This design comes from an exercise in tuning for small area, a short achievable clock period and few clock cycles per item on the open sky130 flow, not from production work.
The RTL was checked by simulation tests, not by an equivalence proof against the original design.

==> flow/design.v, too long to show whole: its modules and the start of the top module <==
// module lzc32: 31 lines
// module pfx_add: 33 lines
// module r4_step: 25 lines
// module add3: 13 lines
// module seq_divider: 142 lines
// module mul_pp: 2497 lines
// module mul_fin: 873 lines
// module instr_register_pipe: 130 lines
module instr_register_pipe #(
  parameter  int OP_WIDTH = 32,
  parameter  int DEPTH    = 32,
  parameter  int ADDR_W   = $clog2(DEPTH),
  localparam int OPCODE_W = 4,
  localparam int INSTR_W  = OPCODE_W + 4 * OP_WIDTH
) (
  input  logic                       clk,
  input  logic                       reset_n,
  input  logic                       wr_valid,
  output logic                       wr_ready,
  input  logic [OPCODE_W-1:0]        opcode,
  input  logic signed [OP_WIDTH-1:0] operand_a,
  input  logic signed [OP_WIDTH-1:0] operand_b,
  input  logic [ADDR_W-1:0]          write_pointer,
  input  logic                       rd_en,
  input  logic [ADDR_W-1:0]          read_pointer,
  output logic                       rd_valid,
  output logic [INSTR_W-1:0]         instruction_word,
  output logic                       div_by_zero
);
  // ...
==> flow/run.sh <==
#!/bin/bash
# synth_recipe.tcl (not shown) runs the flow's synth.tcl, then flattens the netlist and writes it again
# the make line also repeats each setting of config.mk as NAME=value (left out here)
make -C /OpenROAD-flow-scripts/flow DESIGN_CONFIG=/design/flow/config.mk WORK_HOME=/design/flow/orfs CLKGATE_MAP_FILE= SYNTH_SCRIPT=/design/flow/synth_recipe.tcl finish
==> flow/config.mk <==
export PLATFORM = sky130hd
export DESIGN_NAME = instr_register_pipe
export DESIGN_NICKNAME = instr_register_pipe
export VERILOG_FILES = /design/flow/design.v
export SDC_FILE = /design/flow/constraint.sdc
export NUM_CORES = 4
export LEC_CHECK = 0
export CAP_MARGIN = 20
export CORE_MARGIN = 2
export CORE_UTILIZATION = 60
export CTS_BUF_LIST = sky130_fd_sc_hd__clkbuf_4 sky130_fd_sc_hd__clkbuf_8
export SETUP_SLACK_MARGIN = 5
export SLEW_MARGIN = 20
==> flow/constraint.sdc <==
create_clock -name core_clock -period 12.0 [get_ports {clk}]
set_input_delay 2.4000 -clock core_clock [delete_from_list [all_inputs] [get_ports {clk}]]
set_output_delay 2.4000 -clock core_clock [all_outputs]
set_load 0.01 [all_outputs]
==> qor.txt, run 1 <==
Die Ht: 629.9 um
Core Box Area: 389,400 um^2
setup bufs post-CTS: 1
slew of the pin with the lowest slew margin: 1.420 ns
setup TNS: 0 ns
post-synth top area share: 56.66%
Synth area leaders: edfxtp_1 (57%), dfxtp_1 (5.0%), a22oi_1 (4.8%)
placed cell count: 22,310
multi-input gates: 10,440
synth warn: 6
sequential share of cell area: 55.88%
Non-clock buffer share: 2.575%
met1 Usage GRT: 61.52%
post-cts sizing count: 73
crit path DAT: 7.78 ns
GRT overflow: 0
Non-clk bufs: 761
Logic inverters: 853
largest net degree at the start of global routing: 112
Clock Path Buffers: 4
max-slew violation count: 0
Max Used Layer: met5
multi-input gate share of the layout cell area: 31.59%
reg2reg start: u_divider.rem[18]
Routed WL per cell: 39.30 um
status: finished clean
antenna violations before repair: 45
Clock buf/inv share: 6.221%
vias per inst: 7.277
Tcrit/Tclk final: 57.40%
depth of the worst register-to-register path: 25
FF+latch area: 145,900 um^2
Testbench counts, summed over its fixed seeds: cycles 3,057, items 2,048.
==> run 2, diff against run 1 <==
==> flow/flow/run.sh (new file) <==
#!/bin/bash
set -euo pipefail
bash standard.sh SETUP_SLACK_MARGIN=7 finish > standard_flow.log 2>&1
==> flow/standard.sh (new file) <==
#!/bin/bash
# synth_recipe.tcl (not shown) runs the flow's synth.tcl, then flattens the netlist and writes it again
# the make line also repeats each setting of config.mk as NAME=value (left out here)
make -C /OpenROAD-flow-scripts/flow DESIGN_CONFIG=/design/flow/config.mk WORK_HOME=/design/flow/orfs CLKGATE_MAP_FILE= SYNTH_SCRIPT=/design/flow/synth_recipe.tcl "${@:-finish}"
--- a/flow/config.mk
+++ b/flow/config.mk
@@ -8,6 +8,5 @@
 export CAP_MARGIN = 20
 export CORE_MARGIN = 2
-export CORE_UTILIZATION = 60
+export CORE_UTILIZATION = 45
 export CTS_BUF_LIST = sky130_fd_sc_hd__clkbuf_4 sky130_fd_sc_hd__clkbuf_8
-export SETUP_SLACK_MARGIN = 5
 export SLEW_MARGIN = 20
removed: flow/run.sh
==> run 2 against run 1 <==
Critical path type unchanged. Worst hold slack got worse by 0.037 ns. Sequential cell count unchanged. Critical endpoint is now instruction_word[59]. Design area increased by 6.6%. Die area increased by 33%. Largest cell class unchanged. Synthesized area unchanged. Clock-buffer cell count increased by 72. Global-route usage decreased by 8.2 points. Setup slack improved by 1.6 ns.
==> qor.txt, run 2 <==
status: finished clean (unchanged)
commonest non-fill, non-tap cell in the layout: edfxtp_1 (unchanged)
# nets final: 19,710 (was 19,090)
Initial Util: 45.15% (was 60.36%)
hold depth: 2 (unchanged)
mux contribution to synthesized area: 0.5095% (unchanged)
Worst Setup Path Type: reg -> reg (unchanged)
slew of the pin with the lowest slew margin: 1.357 ns (was 1.420 ns)
adder-cell share of the synthesized area: 7.269% (unchanged)
Max transition margin: 8.551% (was 4.653%)
complex-gate fraction of the synthesized area: 16.84% (unchanged)
fillcell total: 43,420 (was 28,150)
Cell variety after synth: 106 (unchanged)
max-slew violation count: 0 (unchanged)
Tcrit/Tclk final: 44.20% (was 57.40%)
CP cell instances: fa_1 -> inv_1 -> fa_1 -> fa_1 -> inv_1 -> ha_4 -> nand2_1 -> o21ai_2 -> o211ai_1 -> or4_4 -> o22ai_4 -> a21oi_4 -> o41a_1 -> a21oi_2 -> xor2_2 -> nand2_8 -> a21oi_4
first-pass GRT wire length: 1,394,000 um (was 1,280,000 um)
Mapped Area: 235,000 um^2 (unchanged)
GRT overflow: 0 (unchanged)
sequential share of the synthesized area: 62.09% (unchanged)
critical-path maximum fanout: 6 (was 36)
reg2reg start: mrows[83] (was u_divider.rem[18])
Worst Skew: 0.1401 ns (was 0.1013 ns)
depth of the worst register-to-register path: 17 (was 25)
Rows: 265 (was 229)
setup TNS: 0 ns (unchanged)
vias: 179,000 (was 173,100)
Detailed Place HPWL: 581,900 um (was 546,300 um)
Die Ht: 726.7 um (was 629.9 um)
layout cells sized above 1: 18.99% (was 11.90%)
largest net degree at the start of global routing: 140 (was 112)
synth warn: 6 (unchanged)
syn_nets: 18,740 (unchanged)
vias in the first global route: 167,200 (was 163,300)
Max Fclk: 188.6 MHz (was 145.2 MHz)
CTS tree: built (unchanged)
Synth Flop Type: edfxtp_1 (unchanged)
max reg flops: 4,224 (unchanged)
most frequent cell after synthesis: edfxtp_1 (unchanged)
Most flops, register: mem (unchanged)
Die Wd: 726.7 um (was 629.9 um)
hold path endpoint: u_divider.cnt[6] (unchanged)
clk slew on worst S/H paths: 0.06 ns (was 0.07 ns)
reg-to-reg slack, setup: 6.70 ns (was 5.11 ns)
Avg Inst Size Synth: 13.40 um^2 (unchanged)
Hold Path Class: reg -> reg (unchanged)
vias per inst: 6.831 (was 7.277)
most frequent cells in the layout: edfxtp_1 (4,435), a22oi_1 (1,469), clkbuf_8 (904) (was edfxtp_1 (4,435), a22oi_1 (1,497), clkbuf_8 (879))
top cells by count, synth: edfxtp_1 (4,435), a22oi_1 (1,497), clkbuf_1 (957) (unchanged)
Fin. Hold Viols: 0 (unchanged)
CTS buffer count: 806 (was 782)
Top Registers: mem x4224, mrows x323, instruction_word x132 (unchanged)
cell taking the most area after synthesis: edfxtp_1 (unchanged)
setup repair after global routing missed its margin: yes (was no)
drt drc: 0 (unchanged)
maximum capacitance violations: 0 (unchanged)
CP most frequent cell: fa_1 (was nand2_1)
Simple-Gate Fraction of Synth Area: 5.611% (unchanged)
Synth area leaders: edfxtp_1 (57%), dfxtp_1 (5.0%), a22oi_1 (4.8%) (unchanged)
post-synth top area share: 56.66% (unchanged)
Routed Antenna Nets: 0 (unchanged)
gp weighted congestion: 0.9743 (was 1.027)
Slowest-stage cell, CP: fa_1 (was ha_1)
Worst Setup End Kind: register (unchanged)
clk sinks: 5,063 (unchanged)
final setup fails: 0 (unchanged)
Worst Hold Launch: u_divider.cnt[7] (unchanged)
Die Area: 528,100 um^2 (was 396,700 um^2)
Post-synth EDFFs: 4,435 (unchanged)
Final Routed Wirelength: 1,052,000 um (was 934,500 um)
Post-Synth XOR/XNOR Area: 4.394% (unchanged)
clock root cell: clkbuf_8 (unchanged)
fin crit period: 5.304 ns (was 6.888 ns)
#FFs+latches synth: 5,063 (unchanged)
Routed WL per cell: 40.16 um (was 39.30 um)
Worst-Skew Late Latency: 1.37 ns (was 1.30 ns)
largest family of logic cells by synthesized area: compound AO/OA/AOI/OAI gates (unchanged)
Max stage delay on crit path: 0.53 ns (was 0.59 ns)
Core Box Area: 520,600 um^2 (was 389,400 um^2)
CP top delay family: adder cells (was simple AND/OR/NAND/NOR gates)
startpoint class of the critical path: register (unchanged)
worst r2r dst: instruction_word[59] (was mem[3][33])
Post-Synthesis Cells: 17,550 (unchanged)
ys async rst share: 0.7110% (unchanged)
Area Overhead vs Synth: 18.50% (was 11.12%)
antenna violations before repair: 57 (was 45)
Ports: 217 (unchanged)
IO Port Bufs: 216 (unchanged)
crit path DAT: 6.51 ns (was 7.78 ns)
Global Route Usage Sum: 37.88% (was 46.11%)
Buf+Inv Stages, Crit Path: 2 (was 7)
DR iter-0 viols: 30,030 (was 30,940)
Crit path required time: 13.21 ns (was 12.90 ns)
Pre-antenna DRT Iters: 9 (unchanged)
Clock Path Buffers: 4 (unchanged)
H-tree depth: 6 (unchanged)
## run 2: cell count changes in the layout (fill, tap and decap cells not counted), moves of 46 or more
cell      previous run  this run
buf_4              487       688
ha_1               673       544
nand2_8              2       106
buf_6                4       103
ha_4                 0        98
buf_12              45       139
a21oi_1            715       632
a21oi_2              3        65
o21ai_0            487       428
inv_1              838       782
nand2_1            585       533
clkbuf_4           256       304
clkinv_1           182       136
## run 2: final cells by class
class	count	area [um^2]	share of cell area, %
Antenna cell	55	137.6	0.04942
Clock buffer	1205	14690	5.274
Clock inverter	292	2145	0.7700
Inverter	853	3379	1.213
Multi-Input combinational cell	10560	90130	32.36
Sequential cell	5063	146000	52.41
Tap cell	6942	8686	3.119
Timing Repair Buffer	1240	13370	4.802
## run 2: worst reg2reg max path: stages, from the launching register on
cell	delay [ns]
dfxtp_1	0.31
fa_1	0.53
inv_1	0.06
fa_1	0.51
fa_1	0.53
inv_1	0.08
ha_4	0.31
nand2_1	0.07
o21ai_2	0.21
o211ai_1	0.23
or4_4	0.49
o22ai_4	0.26
a21oi_4	0.12
o41a_1	0.41
a21oi_2	0.20
xor2_2	0.31
nand2_8	0.26
a21oi_4	0.34
## run 2: worst max path at each step
| stage | startpoint | to | slack, ns | depth (start not counted) |
|---|---|---|---|---|
| 2_1_floorplan | operand_b[31] | u_divider.dv7[33] | 5.87 | 20 |
| 3_3_place_gp | operand_a[30] | u_divider.quo[33] | 3.69 | 12 |
| 3_5_place_dp | operand_a[30] | u_divider.quo[33] | 3.63 | 11 |
| 4_1_cts | read_pointer[0] | instruction_word[52] | 6.70 | 10 |
| 5_1_grt | mrows[196] | instruction_word[59] | 6.61 | 17 |
| 6_report | mrows[83] | instruction_word[59] | 6.70 | 17 |
## run 2: cell families (layout without fill, tap and decap cells)
kind of cell / Yosys count / after routing
mux: 116 / 116
simple gates: 2666 / 2778
xor+xnor: 1176 / 1176
fa+ha+maj: 1108 / 1108
compound gates: 5374 / 5378
flops: 5063 / 5063
buf+inv: 2042 / 3590
other cells: 0 / 55
## run 2: layer usage
metal  vias to the layer above  share of wire, %  global-route usage, %
li1                      70910                 -                      -
met1                     91200                37                  51.25
met2                     14200                43                  57.14
met3                      2685                13                  9.524
met4                        14               6.1                  18.41
met5                         -             0.022                0.08164
## run 2: stage by stage
stage / instance area (um^2) / hold slack, ns / cells / util [%] / setup WS (ns)
global placement: 248100 / 0.4374 / 24060 / 47.66 / 3.690
detailed placement: 248100 / 0.4389 / 24060 / 47.66 / 3.633
CTS: 272600 / 0.3961 / 25890 / 52.36 / 6.703
floorplan: 238000 / 0.4254 / 17550 / - / 5.868
finish: 278500 / 0.4197 / 26210 / 53.50 / 6.696
global route: 278400 / 0.4638 / 26170 / 53.49 / 6.609
## run 2: what timing repair did
| action | in CTS | in global routing |
|---|---|---|
| endpoints found under the setup margin | 2432 | 2120 |
| gates cloned | 75 | 83 |
| gates resized for setup | 896 | 510 |
| buffers inserted | 256 | 178 |
| hold buffers | 0 | 0 |
| pin swaps | 204 | 213 |
==> run 3, diff against run 2 <==
--- a/flow/config.mk
+++ b/flow/config.mk
@@ -9,4 +9,3 @@
 export CORE_MARGIN = 2
 export CORE_UTILIZATION = 45
-export CTS_BUF_LIST = sky130_fd_sc_hd__clkbuf_4 sky130_fd_sc_hd__clkbuf_8
 export SLEW_MARGIN = 20
==> run 3 against run 2 <==
Non-clock buffer count rose by 204. Clock-buffer cell count fell by 432. Critical endpoint is now mem[9][59]. Worst hold slack gained 0.036 ns. Utilization is 0.93 points higher. Wire length increased by 2.0%. Global-route usage up 0.64 points. Die area unchanged. Cell count fell by 1.0%. Largest cell class unchanged.
==> qor.txt, run 3 <==
Worst Skew: 0.06684 ns (was 0.1401 ns)
vias: 179,800 (was 179,000)
Post-synth EDFFs: 4,435 (unchanged)
final setup fails: 0 (unchanged)
max reg flops: 4,224 (unchanged)
Global Route Usage Sum: 38.52% (was 37.88%)
Detailed Place HPWL: 581,900 um (unchanged)
Final Routed Wirelength: 1,073,000 um (was 1,052,000 um)
setup TNS: 0 ns (unchanged)
critical-path maximum fanout: 8 (was 6)
commonest non-fill, non-tap cell in the layout: edfxtp_1 (unchanged)
Pre-antenna DRT Iters: 7 (was 9)
Mapped Area: 235,000 um^2 (unchanged)
sequential share of the synthesized area: 62.09% (unchanged)
end-of-flow core utilization: 54.44% (was 53.50%)
Die Wd: 726.7 um (unchanged)
Ports: 217 (unchanged)
Initial Util: 45.15% (unchanged)
Synth Flop Type: edfxtp_1 (unchanged)
drt drc: 0 (unchanged)
gp weighted congestion: 0.9743 (unchanged)
synth warn: 6 (unchanged)
ys async rst share: 0.7110% (unchanged)
GRT overflow: 0 (unchanged)
Area Overhead vs Synth: 20.57% (was 18.50%)
Post-Synthesis Cells: 17,550 (unchanged)
Avg Inst Size Synth: 13.40 um^2 (unchanged)
#FFs+latches synth: 5,063 (unchanged)
DR iter-0 viols: 31,210 (was 30,030)
layout cells sized above 1: 17.90% (was 18.99%)
slew of the pin with the lowest slew margin: 1.415 ns (was 1.357 ns)
Max transition margin: 4.986% (was 8.551%)
Max Fclk: 185.4 MHz (was 188.6 MHz)
Cell variety after synth: 106 (unchanged)
Routed Antenna Nets: 0 (unchanged)
post-synth top area share: 56.66% (unchanged)
fin crit period: 5.394 ns (was 5.304 ns)
most frequent cell after synthesis: edfxtp_1 (unchanged)
first-pass GRT wire length: 1,413,000 um (was 1,394,000 um)
largest net degree at the start of global routing: 140 (unchanged)
max-slew violation count: 0 (unchanged)
Hold Path Class: reg -> reg (unchanged)
Routed WL per cell: 41.36 um (was 40.16 um)
clock root cell: clkbuf_16 (was clkbuf_8)
IO Port Bufs: 216 (unchanged)
Worst Setup Path Type: reg -> reg (unchanged)
Die Ht: 726.7 um (unchanged)
Worst-Skew Late Latency: 1.10 ns (was 1.37 ns)
Tcrit/Tclk final: 44.95% (was 44.20%)
Top Registers: mem x4224, mrows x323, instruction_word x132 (unchanged)
Rows: 265 (unchanged)
clk slew on worst S/H paths: 0.06 ns (about the same)
vias per inst: 6.932 (was 6.831)
status: finished clean (unchanged)
startpoint class of the critical path: register (unchanged)
Die Area: 528,100 um^2 (unchanged)
H-tree depth: 6 (unchanged)
antenna violations before repair: 72 (was 57)
# nets final: 19,680 (was 19,710)
CTS tree: built (unchanged)
maximum capacitance violations: 0 (unchanged)
Fin. Hold Viols: 0 (unchanged)
crit path DAT: 6.30 ns (was 6.51 ns)
Crit path required time: 12.90 ns (was 13.21 ns)
Worst Setup End Kind: register (unchanged)
vias in the first global route: 167,200 (about the same)
CTS buffer count: 544 (was 806)
most frequent cells in the layout: edfxtp_1 (4,435), a22oi_1 (1,465), buf_4 (800) (was edfxtp_1 (4,435), a22oi_1 (1,469), clkbuf_8 (904))
top cells by count, synth: edfxtp_1 (4,435), a22oi_1 (1,497), clkbuf_1 (957) (unchanged)
Core Box Area: 520,600 um^2 (unchanged)
setup repair after global routing missed its margin: yes (unchanged)
syn_nets: 18,740 (unchanged)
Most flops, register: mem (unchanged)
clk sinks: 5,063 (unchanged)
Clock Path Buffers: 4 (unchanged)
Synth area leaders: edfxtp_1 (57%), dfxtp_1 (5.0%), a22oi_1 (4.8%) (unchanged)
cell taking the most area after synthesis: edfxtp_1 (unchanged)
==> run 3: path summary, 6_finish.rpt <==
path                                   from  cells past startpoint                to  slack [ns]
max                               mrows[83]                     19        mem[9][59]        6.61
min                        u_divider.qnm[0]                      1  u_divider.qnm[3]        0.46
max reg2reg                       mrows[83]                     19        mem[9][59]        6.61
min reg2reg                u_divider.qnm[0]                      1  u_divider.qnm[3]        0.46
max in group asynchronous           reset_n                      2             s_vld        9.93
min in group asynchronous           reset_n                      2       div_by_zero        1.47
==> run 3: stage by stage <==
stage | cells | worst slack, ns | hold slack, ns | area (um^2)
floorplan | 17550 | 5.868 | 0.4254 | 238000
global placement | 24060 | 3.690 | 0.4374 | 248100
detailed placement | 24060 | 3.633 | 0.4389 | 248100
CTS | 25530 | 6.776 | 0.4599 | 276300
global route | 25890 | 6.550 | 0.4722 | 283300
finish | 25940 | 6.606 | 0.4558 | 283400
==> run 3: critical path: stages, from the launching register on <==
cell and delay [ns]:
dfxtp_1 0.31, fa_1 0.53, inv_1 0.07, fa_1 0.49, fa_1 0.58, inv_2 0.07
ha_4 0.30, nand4_1 0.14, o211ai_1 0.14, o211ai_1 0.14, buf_4 0.18, or4_4 0.43
o22ai_4 0.14, buf_12 0.14, a21oi_4 0.07, o41a_1 0.42, a21oi_2 0.22, xor2_2 0.32
nand2_8 0.21, nand2_8 0.25
==> run 3: area by class of cell <==
cell class / instances / area, um^2
inverter: 853 / 3427
clock buffer: 773 / 15390
timing repair buffer: 1444 / 16080
timing repair inverter: 2 / 20.02
sequential: 5063 / 146000
tap: 6942 / 8686
multi-input combinational: 10580 / 91440
antenna: 68 / 170.2
clock inverter: 217 / 2195
fill: 42680 / 237200
==> run 3: kinds of logic after synthesis <==
| family | after synthesis | synth area share [%] |
|---|---|---|
| xor+xnor | 1176 | 4.394 |
| mux | 116 | 0.5095 |
| flops | 5063 | 62.09 |
| simple gates | 2666 | 5.611 |
| compound gates | 5374 | 16.84 |
| buf+inv | 2042 | 3.292 |
| fa+ha+maj | 1108 | 7.269 |
==> run 3: layer usage <==
| metal | routed length (um) | vias up | global-route usage, % |
|---|---|---|---|
| met1 | 393700 | 91980 | 52.00 |
| met3 | 145800 | 2727 | 9.613 |
| met5 | 203 | - | 0 |
| met2 | 462700 | 14290 | 58.02 |
| met4 | 70400 | 30 | 19.34 |
| li1 | - | 70800 | - |
==> run 3: repair_timing <==
action | in CTS | in global routing
resized for setup | 1174 | 627
hold buffers | 0 | 0
hold endpoints to repair | 0 | 0
buffers inserted | 350 | 252
gates cloned | 127 | 91
pin swaps | 267 | 331
setup endpoints to repair | 2503 | 1967
==> run 4, diff against run 3 <==
==> flow/flow/run.sh (replaced) <==
#!/bin/bash
set -euo pipefail
bash standard.sh SETUP_SLACK_MARGIN=7.5 finish > standard_flow.log 2>&1
--- a/flow/config.mk
+++ b/flow/config.mk
@@ -9,3 +9,4 @@
 export CORE_MARGIN = 2
 export CORE_UTILIZATION = 45
+export CTS_BUF_LIST = sky130_fd_sc_hd__clkbuf_4 sky130_fd_sc_hd__clkbuf_8
 export SLEW_MARGIN = 20
==> run 4 against run 3 <==
Largest cell class unchanged. Utilization is 1.6 points higher. Setup slack better by 0.20 ns.
==> qor.txt, run 4 <==
Hold Path Class: reg -> reg (unchanged)
Ports: 217 (unchanged)
final setup fails: 0 (unchanged)
maximum capacitance violations: 0 (unchanged)
Routed WL per cell: 42.45 um (was 41.36 um)
Die Area: 528,100 um^2 (unchanged)
max-slew violation count: 0 (unchanged)
worst slack at placement: 3.934 ns (was 3.633 ns)
vias: 187,000 (was 179,800)
clock root cell: clkbuf_8 (was clkbuf_16)
Max transition margin: 12.11% (was 4.986%)
vias per inst: 6.976 (was 6.932)
vias in the first global route: 174,300 (was 167,200)
drt drc: 0 (unchanged)
Initial Util: 45.15% (unchanged)
Fin. Hold Viols: 0 (unchanged)
most frequent cell after synthesis: edfxtp_1 (unchanged)
Worst Slack Setup Final: 6.802 ns (was 6.606 ns)
Area Overhead vs Synth: 24.04% (was 20.57%)
crit path DAT: 6.20 ns (was 6.30 ns)
commonest non-fill, non-tap cell in the layout: edfxtp_1 (unchanged)
IO Port Bufs: 216 (unchanged)
#FFs+latches synth: 5,063 (unchanged)
Die Wd: 726.7 um (unchanged)
setup TNS: 0 ns (unchanged)
Synth area leaders: edfxtp_1 (57%), dfxtp_1 (5.0%), a22oi_1 (4.8%) (unchanged)
Die Ht: 726.7 um (unchanged)
ys async rst share: 0.7110% (unchanged)
setup repair after global routing missed its margin: yes (unchanged)
Routed Antenna Nets: 0 (unchanged)
max reg flops: 4,224 (unchanged)
Max Fclk: 192.4 MHz (was 185.4 MHz)
Mapped Area: 235,000 um^2 (unchanged)
Final Routed Wirelength: 1,138,000 um (was 1,073,000 um)
# nets final: 20,300 (was 19,680)
Post-Synthesis Cells: 17,550 (unchanged)
Global Route Usage Sum: 41.04% (was 38.52%)
Detailed Place HPWL: 594,000 um (was 581,900 um)
Avg Inst Size Synth: 13.40 um^2 (unchanged)
Clock Path Buffers: 4 (unchanged)
Cell variety after synth: 106 (unchanged)
Worst Setup Path Type: reg -> reg (unchanged)
gp weighted congestion: 1.000 (was 0.9743)
Tcrit/Tclk final: 43.31% (was 44.95%)
Worst-Skew Late Latency: 1.37 ns (was 1.10 ns)
CTS buffer count: 803 (was 544)
post-synth top area share: 56.66% (unchanged)
DR iter-0 viols: 33,110 (was 31,210)
cell taking the most area after synthesis: edfxtp_1 (unchanged)
most frequent cells in the layout: edfxtp_1 (4,435), a22oi_1 (1,383), clkbuf_8 (892) (was edfxtp_1 (4,435), a22oi_1 (1,465), buf_4 (800))
Core Box Area: 520,600 um^2 (unchanged)
Post-synth EDFFs: 4,435 (unchanged)
status: finished clean (unchanged)
Crit path required time: 13.01 ns (was 12.90 ns)
fin crit period: 5.198 ns (was 5.394 ns)
Worst Skew: 0.1597 ns (was 0.06684 ns)
Synth Flop Type: edfxtp_1 (unchanged)
slew of the pin with the lowest slew margin: 1.305 ns (was 1.415 ns)
syn_nets: 18,740 (unchanged)
Rows: 265 (unchanged)
H-tree depth: 6 (unchanged)
clk sinks: 5,063 (unchanged)
synth warn: 6 (unchanged)
sequential share of the synthesized area: 62.09% (unchanged)
largest net degree at the start of global routing: 155 (was 140)
Worst Setup End Kind: register (unchanged)
first-pass GRT wire length: 1,496,000 um (was 1,413,000 um)
top cells by count, synth: edfxtp_1 (4,435), a22oi_1 (1,497), clkbuf_1 (957) (unchanged)
antenna violations before repair: 89 (was 72)
GRT overflow: 0 (unchanged)
CTS tree: built (unchanged)
layout cells sized above 1: 24.54% (was 17.90%)
critical-path maximum fanout: 8 (unchanged)
Most flops, register: mem (unchanged)
clk slew on worst S/H paths: 0.06 ns (about the same)
Top Registers: mem x4224, mrows x323, instruction_word x132 (unchanged)
Pre-antenna DRT Iters: 9 (was 7)
startpoint class of the critical path: register (unchanged)
## run 4: changes by cell type in the layout (fill, tap and decap cells not counted), moves of 64 or more
cell and change:
clkbuf_1 -157, clkdlybuf4s50_1 -142, buf_12 +102, buf_6 +106, a22oi_1 -82, clkbuf_8 +838, clkinv_1 +64, dfxtp_1 -77
clkbuf_4 +333, a22oi_2 +82, dlygate4sd2_1 +112, clkbuf_16 -577
## run 4: area by class of cell
class                      instances  area (um^2)
fill                           42020       229000
antenna                           79        197.7
inverter                         853         3483
tap                             6942         8686
timing repair inverter             1        8.758
clock buffer                    1216        14680
multi-input combinational      10640        95370
clock inverter                   269         2027
timing repair buffer            1750        20940
sequential                      5063       146100
## run 4: final timing paths
path,from,end,slack (ns),cells after the start
max,mrows[115],mem[11][60],6.80,17
min,u_divider.cnt[9],u_divider.cnt[8],0.46,1
max reg2reg,mrows[115],mem[11][60],6.80,17
min reg2reg,u_divider.cnt[9],u_divider.cnt[8],0.46,1
max in group asynchronous,reset_n,div_by_zero,10.25,2
min in group asynchronous,reset_n,valid[28],1.21,2
## run 4: per-stage QoR
step / hold WS [ns] / utilization, % / cell area [um^2] / std cells
3_5_place_dp: 0.4474 / 47.88 / 249200 / 24040
4_1_cts: 0.4619 / 54.84 / 285500 / 26440
6_report: 0.4625 / 56.00 / 291500 / 26810
2_1_floorplan: 0.4254 / - / 240200 / 17550
5_1_grt: 0.4730 / 55.98 / 291400 / 26760
3_3_place_gp: 0.4343 / 47.87 / 249200 / 24040
## run 4: cells by family (layout without fill, tap and decap cells)
group / after synthesis / after routing / synth area share, %
compound gates: 5374 / 5404 / 16.84
xor+xnor: 1176 / 1176 / 4.394
fa+ha+maj: 1108 / 1108 / 7.269
buf+inv: 2042 / 4089 / 3.292
flops: 5063 / 5063 / 62.09
mux: 116 / 128 / 0.5095
other cells: 0 / 79 / 0
simple gates: 2666 / 2821 / 5.611
## run 4: worst max-delay path, cell delays in order (launching register included)
cell,delay [ns]
dfxtp_2,0.32
fa_1,0.55
inv_2,0.04
fa_2,0.45
fa_1,0.52
inv_2,0.08
ha_4,0.34
and3_4,0.20
nand4_1,0.20
nor2_1,0.14
or4b_4,0.50
nand3_4,0.13
nor2_4,0.09
o221a_4,0.26
o21bai_4,0.20
a31oi_4,0.11
mux2_4,0.53
nand2_8,0.16
## run 4: repair_timing
action / in CTS / in global routing
setup endpoints to repair: 3100 / 2286
hold buffers: 0 / 0
resized for setup: 2127 / 574
pin swaps: 480 / 332
gates cloned: 256 / 55
buffers inserted: 666 / 225
## run 4: layer usage
layer / track usage [%] / up-vias / part of all wire [%]
li1: - / 72340 / -
met1: 53.78 / 94320 / 35
met2: 59.44 / 16610 / 42
met3: 13.87 / 3681 / 16
met4: 23.75 / 62 / 7.5
met5: 0 / - / 0.10

## static timing again, ports no longer ideal
No port has a modelled driver above. Below, the same layouts with a new extraction and two added sets of constraints.
Step 1, drivers: a clkbuf_16 drives clk and a buf_2 each remaining input, both assumed.
Step 2 moves the port delays by t, midway between the first and last clock arrival at a register: inputs arrive t later, outputs are due t later. That takes back most of the time a late clock gives input paths.
Three values: ideal ports, drivers, drivers and shift; two values: the first two.
run	t, ns	slack for setup (ns)	worst data-port slew with drivers (ns)
run 1	1.377	5.112 / 5.112 / 4.228	0.16
run 2	1.431	6.696 / 6.696 / 5.330	0.29
run 3	1.195	6.606 / 6.606 / 5.567	0.34
run 4	1.425	6.802 / 6.802 / 5.577	0.31
After both steps setup and hold are still met in every run listed. For run 2, which loses most, drivers alone change the setup slack by 0.000 ns; drivers and shift together by -1.366 ns.
